From an optimization exercise on the open Yosys and OpenROAD flow, aimed at small area and a short achievable clock period; shortcuts taken in it are not production practice. The RTL of this run was laid out without a check of its function. Power is estimated from default activity; no workload was simulated.

**design/flow/design.v**
```verilog
package wavegen_pkg;
    typedef enum logic [2:0] {
        NOP    = 3'd0,   
        LINE   = 3'd1,   
        INCR   = 3'd2,
        DECR   = 3'd3,
        JUMP   = 3'd4,   
        X_RECT = 3'd5,   
        Y_RECT = 3'd6    
    } opcode_e;
    typedef struct packed {
        opcode_e                op;
        logic [8-1:0] a;
        logic [8-1:0] b;
    } instr_t;
    typedef enum logic [2:0] {
        FETCH,
        P0,
        P1,
        P2,
        P3
    } phase_e;
    typedef enum logic [1:0] {
        HOLD,
        UP,
        DOWN
    } step_e;
endpackage
module program_regs
(
    input  logic                    clk,
    input  logic                    reset,
    input  logic                    wb_cyc,
    input  logic                    wb_stb,
    input  logic                    wb_we,
    input  logic [5-1:0] wb_adr,
    input  logic [32-1:0] wb_dat_w,
    output logic [32-1:0] wb_dat_r,
    output logic                    wb_ack,
    output logic                    run,
    output logic [18:0]             x_instr,
    input  logic [8-1:0] x_sel,
    output logic [18:0]             y_instr,
    input  logic [8-1:0] y_sel
);
    localparam int INSTR_W = 3 + 2 * 8;   
    localparam int DEPTH   = 8;
    logic [INSTR_W-1:0] x_mem [0:DEPTH-1];
    logic [INSTR_W-1:0] y_mem [0:DEPTH-1];
    logic               ack_q;
    logic               accept;
    logic               wr;
    logic               ctrl_hit;
    logic [DEPTH-1:0]   idx_hit;     
    logic [DEPTH-1:0]   x_hit, y_hit;
    logic [INSTR_W-1:0] rd_data;
    assign accept   = wb_cyc && wb_stb && !ack_q;
    assign wr       = accept && wb_we;
    assign ctrl_hit = (wb_adr == 5'd0);
    always_comb begin
        for (int i = 0; i < DEPTH; i++) begin
            idx_hit[i] = (wb_adr[3-1:0] == i);
            x_hit[i]   = idx_hit[i] && wb_adr[4] && !wb_adr[3];
            y_hit[i]   = idx_hit[i] && wb_adr[4] &&  wb_adr[3];
        end
    end
    logic [DEPTH-1:0]   x_pend, y_pend;
    logic [INSTR_W-1:0] p_data;
    logic [INSTR_W-1:0] wdata;
    always_ff @(posedge clk) begin
        if (reset) begin
            x_pend <= '0;
            y_pend <= '0;
        end else begin
            x_pend <= x_hit & {DEPTH{wr}};
            y_pend <= y_hit & {DEPTH{wr}};
        end
        p_data <= wb_dat_w[INSTR_W-1:0];
    end
    assign wdata = reset ? '0 : p_data;
    always_ff @(posedge clk) begin
        for (int i = 0; i < DEPTH; i++) begin
            if (reset || x_pend[i]) begin
                x_mem[i] <= wdata;
            end
            if (reset || y_pend[i]) begin
                y_mem[i] <= wdata;
            end
        end
    end
    always_ff @(posedge clk) begin
        if (reset) begin
            run <= 1'b0;
        end else if (wr && ctrl_hit) begin
            run <= wb_dat_w[0];
        end
    end
    always_ff @(posedge clk) begin
        if (reset) begin
            ack_q <= 1'b0;
        end else begin
            ack_q <= accept;
        end
        wb_ack <= accept & !reset;
    end
    always_comb begin
        rd_data = '0;
        for (int i = 0; i < DEPTH; i++) begin
            rd_data = rd_data | ({INSTR_W{x_hit[i]}} & x_mem[i])
                              | ({INSTR_W{y_hit[i]}} & y_mem[i]);
        end
        rd_data[0] = rd_data[0] | (ctrl_hit & run);
    end
    always_ff @(posedge clk) begin
        wb_dat_r[INSTR_W-1:0] <= rd_data;
    end
    assign wb_dat_r[32-1:INSTR_W] = '0;
    logic [DEPTH-1:0] x_sel_m, y_sel_m;
    logic             x_byp, y_byp;
    assign x_sel_m = x_sel & ~x_pend;
    assign y_sel_m = y_sel & ~y_pend;
    assign x_byp   = |(x_sel & x_pend);
    assign y_byp   = |(y_sel & y_pend);
    always_comb begin
        x_instr = {INSTR_W{x_byp}} & p_data;
        y_instr = {INSTR_W{y_byp}} & p_data;
        for (int i = 0; i < DEPTH; i++) begin
            x_instr = x_instr | ({INSTR_W{x_sel_m[i]}} & x_mem[i]);
            y_instr = y_instr | ({INSTR_W{y_sel_m[i]}} & y_mem[i]);
        end
    end
endmodule
module wave_sequencer
(
    input  logic                   clk,
    input  logic                   reset,
    input  logic                   run,
    input  logic [18:0]            instr,        
    output logic [8-1:0] fetch_sel,  
    output logic [8-1:0] level
);
    logic                   fetch;
    logic [8-1:0] sel;
    logic                   ramp;
    logic                   up, dn;
    logic                   isrect, isy;
    logic [1:0]             ph;
    logic [7:0]             rem;
    logic [7:0]             ra, rb;
    logic [2:0] op;
    logic [7:0] ia, ib;
    assign op = instr[18:16];
    assign ia = instr[15:8];
    assign ib = instr[7:0];
    assign fetch_sel = sel;
    logic [7:0] lvl_inc, lvl_dec;
    assign lvl_inc = level + 8'd1;
    assign lvl_dec = level - 8'd1;
    logic f;
    assign f = fetch || (ramp && level == rb);
    logic       n_fetch;
    logic       n_ramp;
    logic       n_up, n_dn;
    logic [1:0] n_ph;
    logic [7:0] n_rem;
    logic [7:0] n_level;
    logic       ia_z, ia_le1, ib_z;
    logic [7:0] ib_max1;
    assign ia_z    = (ia == 8'd0);
    assign ia_le1  = (ia[7:1] == 7'd0);
    assign ib_z    = (ib == 8'd0);
    assign ib_max1 = {ib[7:1], ib[0] | ib_z};
    logic       last;
    logic [1:0] nph;
    logic [7:0] nlen;
    logic       nlen_z;
    assign last   = (rem[7:2] == 6'd0) && (rem[1:0] == ((ph == 2'd0) ? 2'd2 : 2'd1));
    assign nph    = ph + 2'd1;
    assign nlen   = nph[0] ? rb : ra;
    assign nlen_z = (nlen == 8'd0);
    logic       f_ld, f_inc, f_dec, hold;
    logic [7:0] lv_f, lv_n;
    assign f_ld  = (op == 3'd1) || (op == 3'd4);
    assign f_inc = (op == 3'd2) || (op == 3'd5);
    assign f_dec = (op == 3'd3);
    assign lv_f  = f_ld ? ia : f_inc ? lvl_inc : f_dec ? lvl_dec : level;
    assign lv_n  = ramp ? ((rb > level) ? lvl_inc : lvl_dec) :
                   up   ? lvl_inc : dn ? lvl_dec : level;
    assign hold  = f && (f_inc || f_dec) && ia_z;
    assign n_level = hold ? level : f ? lv_f : lv_n;
    always_comb begin
        n_fetch = 1'b0;
        n_ramp  = 1'b0;
        n_up    = up;
        n_dn    = dn;
        n_ph    = ph;
        n_rem   = rem - 8'd1;
        if (f) begin
            n_up  = 1'b0;
            n_dn  = 1'b0;
            n_ph  = 2'd0;
            n_rem = ia;
            case (op)
                3'd4: begin                          
                    n_fetch = 1'b1;
                end
                3'd1: begin                          
                    n_ramp  = 1'b1;
                end
                3'd2: begin                          
                    n_fetch = ia_le1;
                    n_up    = 1'b1;
                end
                3'd3: begin                          
                    n_fetch = ia_le1;
                    n_dn    = 1'b1;
                end
                3'd5: begin                          
                    if (ia_le1) begin
                        n_ph  = 2'd1;                
                        n_rem = ib_max1;
                    end else begin
                        n_up  = 1'b1;
                    end
                end
                3'd6: begin                          
                    if (ia_le1) begin
                        n_ph  = 2'd1;                
                        n_rem = ib_max1;
                        n_up  = !ib_z;
                    end
                end
                default: n_fetch = 1'b1;             
            endcase
        end else if (ramp) begin
            n_ramp  = 1'b1;
        end else begin
            if (last) begin
                if (!isrect || ph == 2'd3) begin
                    n_fetch = 1'b1;
                end else begin
                    n_ph  = nph;
                    n_rem = {nlen[7:1], nlen[0] | nlen_z};
                    n_up  = !nlen_z && isy && (nph == 2'd1);
                    n_dn  = !nlen_z && (isy ? (nph == 2'd3) : (nph == 2'd2));
                end
            end
        end
    end
    always_ff @(posedge clk) begin
        if (reset || !run) begin
            fetch <= 1'b1;
            sel   <= {{(8-1){1'b0}}, 1'b1};
            level <= '0;
        end else begin
            fetch <= n_fetch;
            level <= n_level;
            if (f) sel <= {sel[8-2:0], sel[8-1]};
        end
    end
    always_ff @(posedge clk) begin
        ramp <= n_ramp;
        up   <= n_up;
        dn   <= n_dn;
        ph   <= n_ph;
        rem  <= n_rem;
        if (f) begin
            ra     <= ia;
            rb     <= ib;
            isrect <= (op == 3'd5) || (op == 3'd6);
            isy    <= (op == 3'd6);
        end
    end
endmodule
module wavegen_top (
    input  logic                    clk,
    input  logic                    reset,
    input  logic                    wb_cyc,
    input  logic                    wb_stb,
    input  logic                    wb_we,
    input  logic [5-1:0] wb_adr,
    input  logic [32-1:0] wb_dat_w,
    output logic [32-1:0] wb_dat_r,
    output logic                    wb_ack,
    output logic [8-1:0]  dac_x,
    output logic [8-1:0]  dac_y
);
    logic                      run;
    logic [18:0]               x_instr, y_instr;
    logic [8-1:0] x_sel, y_sel;
    program_regs prog_regs (
        .clk         (clk),
        .reset       (reset),
        .wb_cyc      (wb_cyc),
        .wb_stb      (wb_stb),
        .wb_we       (wb_we),
        .wb_adr      (wb_adr),
        .wb_dat_w    (wb_dat_w),
        .wb_dat_r    (wb_dat_r),
        .wb_ack      (wb_ack),
        .run         (run),
        .x_instr     (x_instr),
        .x_sel       (x_sel),
        .y_instr     (y_instr),
        .y_sel       (y_sel)
    );
    wave_sequencer x_seq (
        .clk       (clk),
        .reset     (reset),
        .run       (run),
        .instr     (x_instr),
        .fetch_sel (x_sel),
        .level     (dac_x)
    );
    wave_sequencer y_seq (
        .clk       (clk),
        .reset     (reset),
        .run       (run),
        .instr     (y_instr),
        .fetch_sel (y_sel),
        .level     (dac_y)
    );
endmodule
```
**design/flow/run.sh**
```bash
#!/bin/bash
# synth_recipe.tcl (not shown) runs the flow's synth.tcl, then flattens the netlist and writes it again
# the make line also repeats each setting of config.mk as NAME=value (left out here)
make -C /OpenROAD-flow-scripts/flow DESIGN_CONFIG=/design/flow/config.mk WORK_HOME=/design/flow/orfs CLKGATE_MAP_FILE= SYNTH_SCRIPT=/design/flow/synth_recipe.tcl finish
```
**design/flow/config.mk**
```make
export PLATFORM = sky130hd
export DESIGN_NAME = wavegen_top
export DESIGN_NICKNAME = wavegen_top
export VERILOG_FILES = /design/flow/design.v
export SDC_FILE = /design/flow/constraint.sdc
export NUM_CORES = 4
export LEC_CHECK = 0
export CAP_MARGIN = 20
export CORE_MARGIN = 2
export CORE_UTILIZATION = 55
export SETUP_SLACK_MARGIN = 4.6
export SLEW_MARGIN = 20
```
**design/flow/constraint.sdc**
```tcl
create_clock -name core_clock -period 7.0 [get_ports {clk}]
set_input_delay 1.4000 -clock core_clock [delete_from_list [all_inputs] [get_ports {clk}]]
set_output_delay 1.4000 -clock core_clock [all_outputs]
set_load 0.01 [all_outputs]
```
==> flow_metrics.tcl <==
set metrics [dict create \
    multi_input_area_mm2 0.00903 \
    crit_family "compound AO/OA/AOI/OAI gates" \
    row_count 71 \
    die_width_um 200 \
    r2r_start "prog_regs.x_pend[6]" \
    numCtsBuffers 48 \
    grt_usage 0.417 \
    grt_pass1_vias 17600 \
    yosysTopAreaCell "edfxtp_1" \
    required_ps 7520 \
    drc 0 \
    ys_ff_latch 457 \
    max-cap-violations 0 \
    startpoint "prog_regs.x_pend[6]" \
    syn_area_mm2 0.0211 \
    synth-edff-count 350 \
    reg2reg_slack_ps 3950 \
    min_path_type "flop to flop" \
    finalNonFillerCells 2606 \
    path_depth 11 \
    clk_path_buf_depth 3 \
    finalCriticalPeriod_ps 3050 \
    synth-xor-area-share 0.00955 \
    crit_path_end_kind "flop" \
    status "timing/DRC/antenna clean" \
    initial_core_util 0.559 \
    powerDensity_mw_per_mm2 230 \
    htreeDepth 2 \
    fill_cells 2575 \
    syn_to_final_growth_pct 30.8 \
    tightest_slew_ps 1060 \
    yosysSeqAreaShare 0.600 \
    drive_gt1_frac 0.319 \
    cts_root_buffer "clkbuf_16" \
    layout_worst_path_cycle_share 0.436 \
    synth_common_cells "edfxtp_1, nand2_1, a22oi_1, dfxtp_1, nand3b_1" \
    die_h_um 200 \
    layout.nets 2124 \
    slew_viol_final 0 \
    syn_inst 1756 \
    core_area_mm2 0.0378 \
    synth_top_family_by_area "compound AO/OA/AOI/OAI gates" \
    fin_hold_ws_ps 467 \
    synth_ff_type "edfxtp_1" \
    synth_cell_types 83 \
    use_met2 0.642 \
    place_congestion 0.945 \
    insertion_delay_ps 600 \
    vias_per_cell 7.05 \
    slowest_delay_ps 430 \
    cts.clk_slew.worst_paths_ps 60 \
    power.total_mw 6.34 \
    yosysMostFrequentCell "edfxtp_1" \
    min_path_cells 1 \
    grt_pass1_wl_um 118000 \
    die-area_mm2 0.0399 \
    reg2regPathDepth 11 \
    ant_nets 0 \
    dpl.hpwl_um 48400 \
    grt_overflow 0 \
    setup_viol 0 \
    final_hold_viol_count 0 \
    gr-usage-met1 0.538 \
    antenna_found_initial 3 \
    cts_tree "built" \
    grt_max_degree 56 \
    path_class "flop to flop" \
    grt_busiest_layer "met2" \
    cellLeakagePower_nw 10.3 \
    use_met3 0.116 \
    netlist.area_leader.share 0.498 \
    wl_um 83300 \
    synthArstFlopShare 0 \
    crit_end "x_seq.level[6]" \
    wl_per_cell_um 32.0 \
    path_max_fanout 12 \
    critPathArrivalTime_ps 3570 \
    synth-compound-area-share 0.162 \
    cp-start-kind "flop" \
    cts.sinks 457 \
    worst_path_max_delay_cell "dfxtp_2" \
    dp_cells 2268 \
    synth_mux_area_frac 0.0224 \
    avgSynthCellArea_um2 12.0 \
    rsz0062_at_grt "yes" \
    fin_worst_skew_ps 17.4 \
    worstReg2RegEnd "x_seq.level[6]" \
    postCtsHoldBufs 0 \
    irDropWorstVdd_v 0.000238 \
    ios 91 \
    worst-path-buf-inv 2 \
    cp_cell_sequence "a22oi_2 -> nand4_4 -> buf_12 -> a2111oi_4 -> buf_6 -> nand2_4 -> o22ai_4 -> mux2_4 -> and3_4 -> or4_4 -> a21oi_2" \
    ys_warn_count 5 \
    fmaxAchievable_mhz 328 \
    synthTopCellsByArea "edfxtp_1, dfxtp_1, a22oi_1" \
    seqCellArea_mm2 0.0128 \
    fin_util 0.731 \
    synth_fa_ha_area_frac 0.0166 \
    max_slew_margin 0.291 \
    via_count 18400 \
    drtIter0Drc 2555 \
    tns_ps 0 \
    drt-pass1-iter-count 9 \
    synthSimpleGateAreaFrac 0.158 \
    port_buffers 64 \
]
## kinds of logic (layout without fill, tap and decap cells)
group	after synthesis	in the layout
mux	46	46
compound gates	446	447
flops	457	457
xor+xnor	23	23
other cells	1	14
buf+inv	156	477
simple gates	599	603
fa+ha+maj	28	28
## routing by layer
metal,routed length [µm],share of wire
met5,17,0.00020
met4,4920,0.059
met3,11500,0.14
met2,37100,0.45
met1,29800,0.36
## layout make-up
cell class,instances,share of cell area
clock buffers,71,0.0512
repair inverters,1,0.000590
multi-input cells,1160,0.327
diodes,1,0.0000907
well taps,511,0.0232
clock inverters,19,0.00771
repair buffers,340,0.117
flip-flops and latches,457,0.465
inverters,46,0.00821
## where the power goes
part	internal (mW)	switching [mW]
registers	3.06	0.107
logic	0.212	0.323
clock network	1.55	1.09
## how the worst min path moves through the flow
stage,start,endpoint,slack (ps)
after floorplan,prog_regs.ack_q,prog_regs.ack_q,420
after CTS,prog_regs.ack_q,prog_regs.ack_q,460
after global placement,prog_regs.ack_q,prog_regs.ack_q,440
final,prog_regs.ack_q,prog_regs.ack_q,470
after detailed placement,prog_regs.ack_q,prog_regs.ack_q,450
after global routing,prog_regs.ack_q,prog_regs.ack_q,480
## cells in the final DEF (no fill, tap or decap), types with 19 or more instances in the layout
master | Yosys | routed
edfxtp_1 | 350 | 350
buf_4 | 15 | 205
nand2_1 | 148 | 128
a22oi_1 | 136 | 120
nand3b_1 | 85 | 85
buf_6 | 2 | 76
nor2_1 | 73 | 57
nand4_1 | 56 | 56
a21oi_1 | 65 | 55
clkbuf_16 | 0 | 51
a22o_1 | 46 | 45
dfxtp_1 | 107 | 45
inv_1 | 42 | 40
mux2i_1 | 39 | 37
dfxtp_4 | 0 | 36
nor2b_1 | 47 | 30
nor3_1 | 38 | 30
and3_1 | 32 | 28
ha_1 | 28 | 28
dfxtp_2 | 0 | 26
a221oi_1 | 33 | 23
buf_12 | 0 | 21
clkdlybuf4s50_1 | 0 | 21
nand3_1 | 22 | 20
o21ai_0 | 30 | 20
a22oi_2 | 3 | 19
## state kept, by name, indices dropped and copies added, names as in the netlist, 2 cells and up
name	cells
prog_regs.x_pend	8
y_seq.level	8
x_seq.sel	8
y_seq.ph	2
prog_regs.p_data	19
y_seq.rem	8
prog_regs.y_mem	152
y_seq.sel	8
y_seq.ra	8
prog_regs.wb_dat_r	19
prog_regs.x_mem	152
x_seq.level	8
y_seq.rb	8
x_seq.rb	8
x_seq.ph	2
x_seq.ra	8
prog_regs.y_pend	8
x_seq.rem	8
## stage by stage
stage / area (µm²) / worst slack, ps
floorplan: 21900 / 4220
global placement: 22600 / 2590
detailed placement: 22600 / 2540
CTS: 26900 / 4040
global route: 27600 / 3920
finish: 27600 / 3950
## timing repair
item | 4_1_cts | 5_1_grt
setup buffers | 195 | 43
pin swaps | 115 | 57
gates cloned | 9 | 0
setup endpoints to repair | 724 | 153
gates resized for setup | 480 | 76
endpoints found under the hold margin | 0 | 0

==> port drivers added, routing unchanged <==
Ports are ideal in the flow. The routed layout listed here was re-timed in OpenROAD. Step 1 (the two cells are an assumption about what drives the block):
set clk [get_ports {clk}]
set_driving_cell -lib_cell sky130_fd_sc_hd__clkbuf_16 $clk
set_driving_cell -lib_cell sky130_fd_sc_hd__buf_2 [delete_from_list [all_inputs] $clk]
Step 2 also shifts input and output timing later by t, the mid clock arrival at the registers, as if the neighbouring blocks saw the same clock. Slacks: no drivers / after step 1 / after step 2; pairs: no drivers / after step 1.
t, ns: 0.643
slack for setup (ns): 3.947 / 3.947 / 3.864
worst setup path at the end: input to register
clock arrival spread, ns: 0.020 / 0.020
After both steps this run still meets setup and hold. For this run, drivers alone change the setup slack by 0.000 ns; drivers and shift together by -0.083 ns.
